Context: an optimization exercise on an open-source flow, tuned for small area. The choices shown serve that exercise and are no tape-out recipe.
Only simulation tests tie the RTL to the original design; equivalence was not proved.
Power is estimated from default activity; no workload was simulated.

<file path="design/flow/design.v">
module axi4_lite_regfile_slave #(
  parameter int ADDRESS    = 32,
  parameter int DATA_WIDTH = 32,
  parameter int NUM_REGS   = 32
) (
  input  logic                    ACLK,
  input  logic                    ARESETN,
  input  logic [ADDRESS-1:0]      S_AWADDR,
  input  logic                    S_AWVALID,
  output logic                    S_AWREADY,
  input  logic [DATA_WIDTH-1:0]   S_WDATA,
  input  logic [DATA_WIDTH/8-1:0] S_WSTRB,
  input  logic                    S_WVALID,
  output logic                    S_WREADY,
  output logic [1:0]              S_BRESP,
  output logic                    S_BVALID,
  input  logic                    S_BREADY,
  input  logic [ADDRESS-1:0]      S_ARADDR,
  input  logic                    S_ARVALID,
  output logic                    S_ARREADY,
  output logic [DATA_WIDTH-1:0]   S_RDATA,
  output logic [1:0]              S_RRESP,
  output logic                    S_RVALID,
  input  logic                    S_RREADY
);
  localparam int SW    = DATA_WIDTH / 8;
  localparam int OFS   = $clog2(SW);
  localparam int IDX_W = (NUM_REGS > 1) ? $clog2(NUM_REGS) : 1;
  localparam logic [ADDRESS-1:0] NREGS_A = ADDRESS'(NUM_REGS);
  localparam logic [1:0] RESP_OKAY   = 2'b00;
  localparam logic [1:0] RESP_SLVERR = 2'b10;
  typedef enum logic [1:0] {IDLE, WR_ACCEPT, WR_RESP, RD_RESP} state_t;
  typedef struct packed {
    logic [ADDRESS-1:0]    addr;
    logic [DATA_WIDTH-1:0] data;
    logic [SW-1:0]         strb;
  } wr_req_t;
  state_t                state;
  wr_req_t               held_q, wr_eff;
  logic                  aw_held, w_held, last_wr;
  logic                  bvalid_q, rvalid_q;
  logic [1:0]            bresp_q, rresp_q;
  logic [DATA_WIDTH-1:0] rdata_q;
  logic                  wr_req, rd_req, grant_wr, grant_rd;
  logic                  aw_hs, w_hs, ar_hs, do_wr, wr_ok, rd_ok;
  logic [ADDRESS-1:0]    wr_word, rd_word;
  logic [IDX_W-1:0]      wr_idx, rd_idx;
  logic [SW-1:0]         lane_we;
  logic [SW-1:0][7:0]    rd_lane;
  logic [SW-1:0][NUM_REGS-1:0][7:0] mem;
  always_comb begin
    wr_req   = S_AWVALID | S_WVALID;
    rd_req   = S_ARVALID;
    grant_wr = wr_req & (~rd_req | ~last_wr);
    grant_rd = rd_req & ~grant_wr;
    ar_hs    = (state == IDLE) & grant_rd;
    aw_hs    = (state == WR_ACCEPT) & ~aw_held & S_AWVALID;
    w_hs     = (state == WR_ACCEPT) & ~w_held & S_WVALID;
    do_wr    = (state == WR_ACCEPT) & (aw_held | aw_hs) & (w_held | w_hs);
  end
  always_comb begin
    wr_eff.addr = aw_held ? held_q.addr : S_AWADDR;
    wr_eff.data = w_held  ? held_q.data : S_WDATA;
    wr_eff.strb = w_held  ? held_q.strb : S_WSTRB;
  end
  assign wr_word = wr_eff.addr >> OFS;
  assign rd_word = S_ARADDR >> OFS;
  assign wr_ok   = wr_word < NREGS_A;
  assign rd_ok   = rd_word < NREGS_A;
  assign wr_idx  = wr_word[IDX_W-1:0];
  assign rd_idx  = rd_word[IDX_W-1:0];
  genvar b;
  generate
    for (b = 0; b < SW; b++) begin : g_lane
      assign lane_we[b] = do_wr & wr_ok & wr_eff.strb[b];
      assign rd_lane[b] = mem[b][rd_idx];
    end
  endgenerate
  always_ff @(posedge ACLK or negedge ARESETN) begin
    if (!ARESETN) mem <= '0;
    else
      for (int i = 0; i < SW; i++)
        for (int r = 0; r < NUM_REGS; r++)
          if (lane_we[i] && wr_idx == IDX_W'(r)) mem[i][r] <= wr_eff.data[8*i +: 8];
  end
  always_ff @(posedge ACLK or negedge ARESETN) begin
    if (!ARESETN) begin
      state    <= IDLE;
      held_q   <= '0;
      aw_held  <= 1'b0;
      w_held   <= 1'b0;
      last_wr  <= 1'b0;
      bvalid_q <= 1'b0;
      bresp_q  <= RESP_OKAY;
      rvalid_q <= 1'b0;
      rresp_q  <= RESP_OKAY;
      rdata_q  <= '0;
    end else begin
      case (state)
        IDLE: begin
          if (grant_wr) begin
            state   <= WR_ACCEPT;
            last_wr <= 1'b1;
          end else if (grant_rd) begin
            state    <= RD_RESP;
            last_wr  <= 1'b0;
            rvalid_q <= 1'b1;
            rdata_q  <= rd_ok ? DATA_WIDTH'(rd_lane) : '0;
            rresp_q  <= rd_ok ? RESP_OKAY : RESP_SLVERR;
          end
        end
        WR_ACCEPT: begin
          if (do_wr) begin
            state    <= WR_RESP;
            aw_held  <= 1'b0;
            w_held   <= 1'b0;
            bvalid_q <= 1'b1;
            bresp_q  <= wr_ok ? RESP_OKAY : RESP_SLVERR;
          end else begin
            if (aw_hs) begin
              aw_held     <= 1'b1;
              held_q.addr <= S_AWADDR;
            end
            if (w_hs) begin
              w_held      <= 1'b1;
              held_q.data <= S_WDATA;
              held_q.strb <= S_WSTRB;
            end
          end
        end
        WR_RESP: begin
          if (S_BREADY) begin
            state    <= IDLE;
            bvalid_q <= 1'b0;
            bresp_q  <= RESP_OKAY;
          end
        end
        RD_RESP: begin
          if (S_RREADY) begin
            state    <= IDLE;
            rvalid_q <= 1'b0;
            rresp_q  <= RESP_OKAY;
            rdata_q  <= '0;
          end
        end
        default: state <= IDLE;
      endcase
    end
  end
  assign S_AWREADY = (state == WR_ACCEPT) & ~aw_held;
  assign S_WREADY  = (state == WR_ACCEPT) & ~w_held;
  assign S_ARREADY = ar_hs;
  assign S_BVALID  = bvalid_q;
  assign S_BRESP   = bresp_q;
  assign S_RVALID  = rvalid_q;
  assign S_RRESP   = rresp_q;
  assign S_RDATA   = rdata_q;
endmodule
</file>
<file path="design/flow/run.sh">
#!/bin/bash
# synth_recipe.tcl (not shown) runs the flow's synth.tcl, then flattens the netlist and writes it again
# the make line also repeats each setting of config.mk as NAME=value (left out here)
make -C /OpenROAD-flow-scripts/flow DESIGN_CONFIG=/design/flow/config.mk WORK_HOME=/design/flow/orfs CLKGATE_MAP_FILE= SYNTH_SCRIPT=/design/flow/synth_recipe.tcl finish
</file>
<file path="design/flow/config.mk">
export PLATFORM = sky130hd
export DESIGN_NAME = axi4_lite_regfile_slave
export DESIGN_NICKNAME = axi4_lite_regfile_slave
export VERILOG_FILES = /design/flow/design.v
export SDC_FILE = /design/flow/constraint.sdc
export NUM_CORES = 4
export LEC_CHECK = 0
export CAP_MARGIN = 20
export CORE_MARGIN = 2
export CORE_UTILIZATION = 40
export SLEW_MARGIN = 20
</file>
<file path="design/flow/constraint.sdc">
create_clock -name core_clock -period 5.0 [get_ports {ACLK}]
set_input_delay 1.0000 -clock core_clock [delete_from_list [all_inputs] [get_ports {ACLK}]]
set_output_delay 1.0000 -clock core_clock [all_outputs]
set_load 0.01 [all_outputs]
</file>
==> run notes <==
Worst hold path
The min-delay analysis places its worst path in the category input port to async pin.

Clock tree
The clock tree buffer depth is 3. TritonCTS built the clock tree. The cell sitting at the root of the clock tree is a sky130_fd_sc_hd__clkbuf_16. The number of gates given a new drive strength after cts is 0. The clock buffer count from CTS is 120.

The post-cts hold buffer count is 0. After clock tree synthesis, the clock-pin slew on the worst setup and hold paths is 0.06 ns. Clock tree synthesis found a total of 1131 sinks. The number of buffers inserted to repair setup after CTS is 0. The number of H-tree branching levels is 3. The clock latency on the worst-skew pair is 0.74 ns.

Setup path
The count of buffer and inverter cells on the critical path is 4. For the worst flop-to-flop path, the logic depth is 6. For this design, the slowest cell found on the critical path is sky130_fd_sc_hd__clkdlybuf4s50_1. The most used cell along the critical path is sky130_fd_sc_hd__clkdlybuf4s50_1.

The kind of critical path is input port to output pin. The critical path startpoint is S_AWVALID. The startpoint of the lowest-slack register-to-register path is aw_held. The worst setup path is launched from an input port.

The destination of the critical timing path is S_ARREADY. The minimum setup slack among reg-to-reg paths is 1.25 ns. The kind of end point of the critical path is an output pin.

The critical path crosses 6 cells after its start point. The largest fanout on the critical path is 7. The required time reported for the critical path endpoint is 4.00 ns.

The delay of the slowest cell on the worst path is 0.60 ns. Walking the worst path, the cells encountered are clkdlybuf4s50_1 > o21bai_1 > nand3_1 > buf_4 > inv_1 > clkdlybuf4s50_1. On the critical path the largest part of the delay comes from buffers and inverters. The endpoint of the worst register-to-register path is mem[332]. The data arrival time at the worst-slack endpoint is 2.93 ns.

Floorplanning
The initial core utilization is 40.4%. After floorplanning, the core was divided into 132 placement rows. Measured along the x axis, the die boundary spans 366 um.

The number of top-level pins is 148. The overall die height is 366 um. The die covers 0.134 mm2. In this run the standard cell core region covers 0.130 mm2.

Power
IR analysis of the VDD net gives a maximum drop of 286 uV. The total power per unit cell area is 373 mW/mm2. The leakage power is 29.1 nW.

Final layout
The final net count is 3783. Summing all flip-flop and latch instances after layout gives 0.0283 mm2. The share of layout cells above drive strength 1 is 43.9%. Cells fill 46.4% of the core in the end. After filler insertion, the fill cell instance count of the layout stands at 11581. Summing all multi-input logic gate instances after layout gives 0.0230 mm2. The total non-filler cell area in the finished layout is 0.0602 mm2. Relative to the synthesized area, the layout overhead comes to 14.9%.

Synth
The most used flip-flop cell after synthesis is sky130_fd_sc_hd__dfrtp_1. The count of flip-flops with a built-in enable after synthesis is 0. By area the synthesized netlist is led by sky130_fd_sc_hd__dfrtp_1 (54%), sky130_fd_sc_hd__mux2_2 (22%), sky130_fd_sc_hd__mux4_2 (5.7%). The post-synthesis area per instance is 14.7 um2. The fraction of post-synthesis cell area in the top cell type by area is 54.0%. The cell count after synthesis came out at 3569.

Of all flip-flops after synthesis, the portion carrying an async set or reset was 100%. The sequential share of the synthesized area is 54.0%. The most common cell in the synthesized netlist is sky130_fd_sc_hd__dfrtp_1. The total standard cell area after synthesis is 0.0524 mm2. The leading area contributor after synthesis is sky130_fd_sc_hd__dfrtp_1.

By count the netlist is led by sky130_fd_sc_hd__dfrtp_1 (1131), sky130_fd_sc_hd__mux2_2 (1046), sky130_fd_sc_hd__clkbuf_1 (194). The number of warnings issued by yosys is 1. After synthesis the netlist holds a flip-flop and latch count of 1131.

The number of different library cells used by synthesis comes to 46.

Global routing
The final global-route overflow total is 0. The first global-routing pass estimated 219000 um of wire. The initial antenna violation count was 3. The via count of the first global-routing pass came to 32575. The total track usage is 21.7%.

The pin count of the biggest net entering global routing is 103.

STA
The part of the cycle the worst path needs is 78.5%. The max-slew violation count is 0. Across all setup checks in the final design, the least slack found is 1.07 ns. Static timing analysis puts the maximum clock frequency at 255 MHz. The minimum clock period is 3.93 ns. The final count of hold timing violations is 0. The relative slew slack is 23.9%. The setup total negative slack is 0 ns. The clock skew is 0.0228 ns.

Setup repair after global routing left no endpoint under its margin. The number of setup violations in the final report is 0. The slew at the pin closest to its max-slew limit is 1.14 ns.

Route
The routed layout has 31484 vias. The count of nets left with antenna violations once routing finished came out at 0. In this run, the number of DRC markers left after iteration 0 of detailed routing was 2380.

In the routed design, unresolved DRC markers number 0. The number of search-and-repair iterations in the first detailed-routing pass is 5. The routed wire length is 145000 um. After detailed routing, the number of vias per cell comes to 5.70.

The detail-routed net length per standard cell is 26.2 um.

Placement
The post-detailed-placement cell area is 0.0561 mm2. The HPWL reported at the end of detailed placement is 93600 um. Buffers placed on the I/O ports in this run total 141.

Prior to clock tree synthesis, the placed netlist has a worst setup slack of 0.616 ns. The global placer's final weighted congestion is 0.829.

Run status
The run finished with no timing, DRC or antenna violations.

Run
The number of maximum-capacitance violations is 0.
## flip-flops by register name, indices dropped and copies added (netlist names)
register and flops:
mem 1024, held_q 66, rdata_q 32, state 2
aw_held 1, bresp_q 1, bvalid_q 1, last_wr 1
rresp_q 1, rvalid_q 1, w_held 1
## cell families (layout without fill, tap and decap cells)
group | count (synthesis) | in the layout | synth area share (%)
AOI/OAI and AO/OA | 310 | 310 | 3.99
buffers and inverters | 271 | 477 | 2.25
DFF | 1131 | 1131 | 54.0
muxes | 1511 | 1511 | 35.6
other | 1 | 4 | 0.00716
and+or+nand+nor | 345 | 345 | 4.10
## layout make-up
| type | count | share of cell area [%] |
|---|---|---|
| flip-flops and latches | 1131 | 47.0 |
| multi-input cells | 2168 | 38.2 |
| clock buffers | 185 | 6.10 |
| repair buffers | 251 | 4.24 |
| well taps | 1742 | 3.62 |
| clock inverters | 37 | 0.790 |
| inverters | 4 | 0.0249 |
| diodes | 2 | 0.00831 |
## metal layers
layer  wire length [um]  GRT usage, %  vias to the layer above
met4               4300          6.50                        0
met2              67600          34.2                      780
met5                  0             0                        -
li1                   -             -                    13585
met3               7110          3.63                      232
met1              65600          30.7                    16887
## worst register-to-register path, delay by kind of cell (launching register included)
family	cells	cell delay [ns]
multiplexers	1	0.50
AND/OR/NAND/NOR	4	1.91
flip-flops	1	0.95
buffers and inverters	1	0.25
## worst min path at each step
stage / from / to / cells past startpoint
6_report: ARESETN / mem[795] / 1
5_1_grt: ARESETN / mem[859] / 1
3_5_place_dp: last_wr / last_wr / 2
2_1_floorplan: last_wr / last_wr / 2
3_3_place_gp: mem[509] / mem[509] / 1
4_1_cts: ARESETN / mem[795] / 1
## placed cells by master (no fill, tap or decap), types with 16 or more instances in the layout
cell and n:
sky130_fd_sc_hd__a22oi_1 64, sky130_fd_sc_hd__buf_4 87, sky130_fd_sc_hd__a32oi_1 32, sky130_fd_sc_hd__clkdlybuf4s50_1 136, sky130_fd_sc_hd__nand2_1 45, sky130_fd_sc_hd__a31oi_1 32
sky130_fd_sc_hd__mux2_2 1046, sky130_fd_sc_hd__o22ai_1 62, sky130_fd_sc_hd__clkbuf_8 37, sky130_fd_sc_hd__mux2_1 77, sky130_fd_sc_hd__a21oi_1 36, sky130_fd_sc_hd__dfrtp_1 1130
sky130_fd_sc_hd__clkinv_2 22, sky130_fd_sc_hd__nor4_1 16, sky130_fd_sc_hd__o21ai_0 28, sky130_fd_sc_hd__clkbuf_16 123, sky130_fd_sc_hd__nor3_4 40, sky130_fd_sc_hd__o41ai_1 31
sky130_fd_sc_hd__clkbuf_1 26, sky130_fd_sc_hd__nor2_1 95, sky130_fd_sc_hd__nand3_1 87, sky130_fd_sc_hd__mux2_4 96, sky130_fd_sc_hd__o21ai_1 16, sky130_fd_sc_hd__mux2i_1 159
sky130_fd_sc_hd__buf_12 24, sky130_fd_sc_hd__mux4_2 133
## stage by stage
step	instances	hold WS, ns	power, mW
after floorplan	3570	0.441	11.8
after global placement	5296	0.466	13.3
after detailed placement	5296	0.467	13.3
after CTS	5518	0.295	22.7
after global routing	5520	0.316	23.4
final	5520	0.302	22.5
## where the power goes
part           total (mW)  switching (mW)  internal [mW]
registers            9.77           0.281           9.49
clock network        9.35            3.77           5.58
logic                3.37            2.45          0.912

==> what the ideal ports hide <==
Ports are ideal in the flow. The routed layout listed here was re-timed in OpenROAD.
Step 1 sets driving cells, clkbuf_16 on the clock port and buf_2 on the other inputs (assumed; they add their load-dependent delay and slew).
Step 2 moves the port delays by t, midway between the first and last clock arrival at a register: inputs arrive t later, outputs are due t later. That takes back most of the time a late clock gives input paths.
Slacks: ideal ports / drivers / drivers and shift; pairs: ideal ports / drivers.
t, ns: 0.800
setup WS [ns]: 1.075 / 1.048 / 0.630
worst setup path after step 2: input to register
worst register clock-pin slew, ns: 0.06 / 0.06
After both steps setup and hold are still met in this run. The setup slack of this run moves by -0.027 ns with the drivers and by -0.445 ns with both steps.
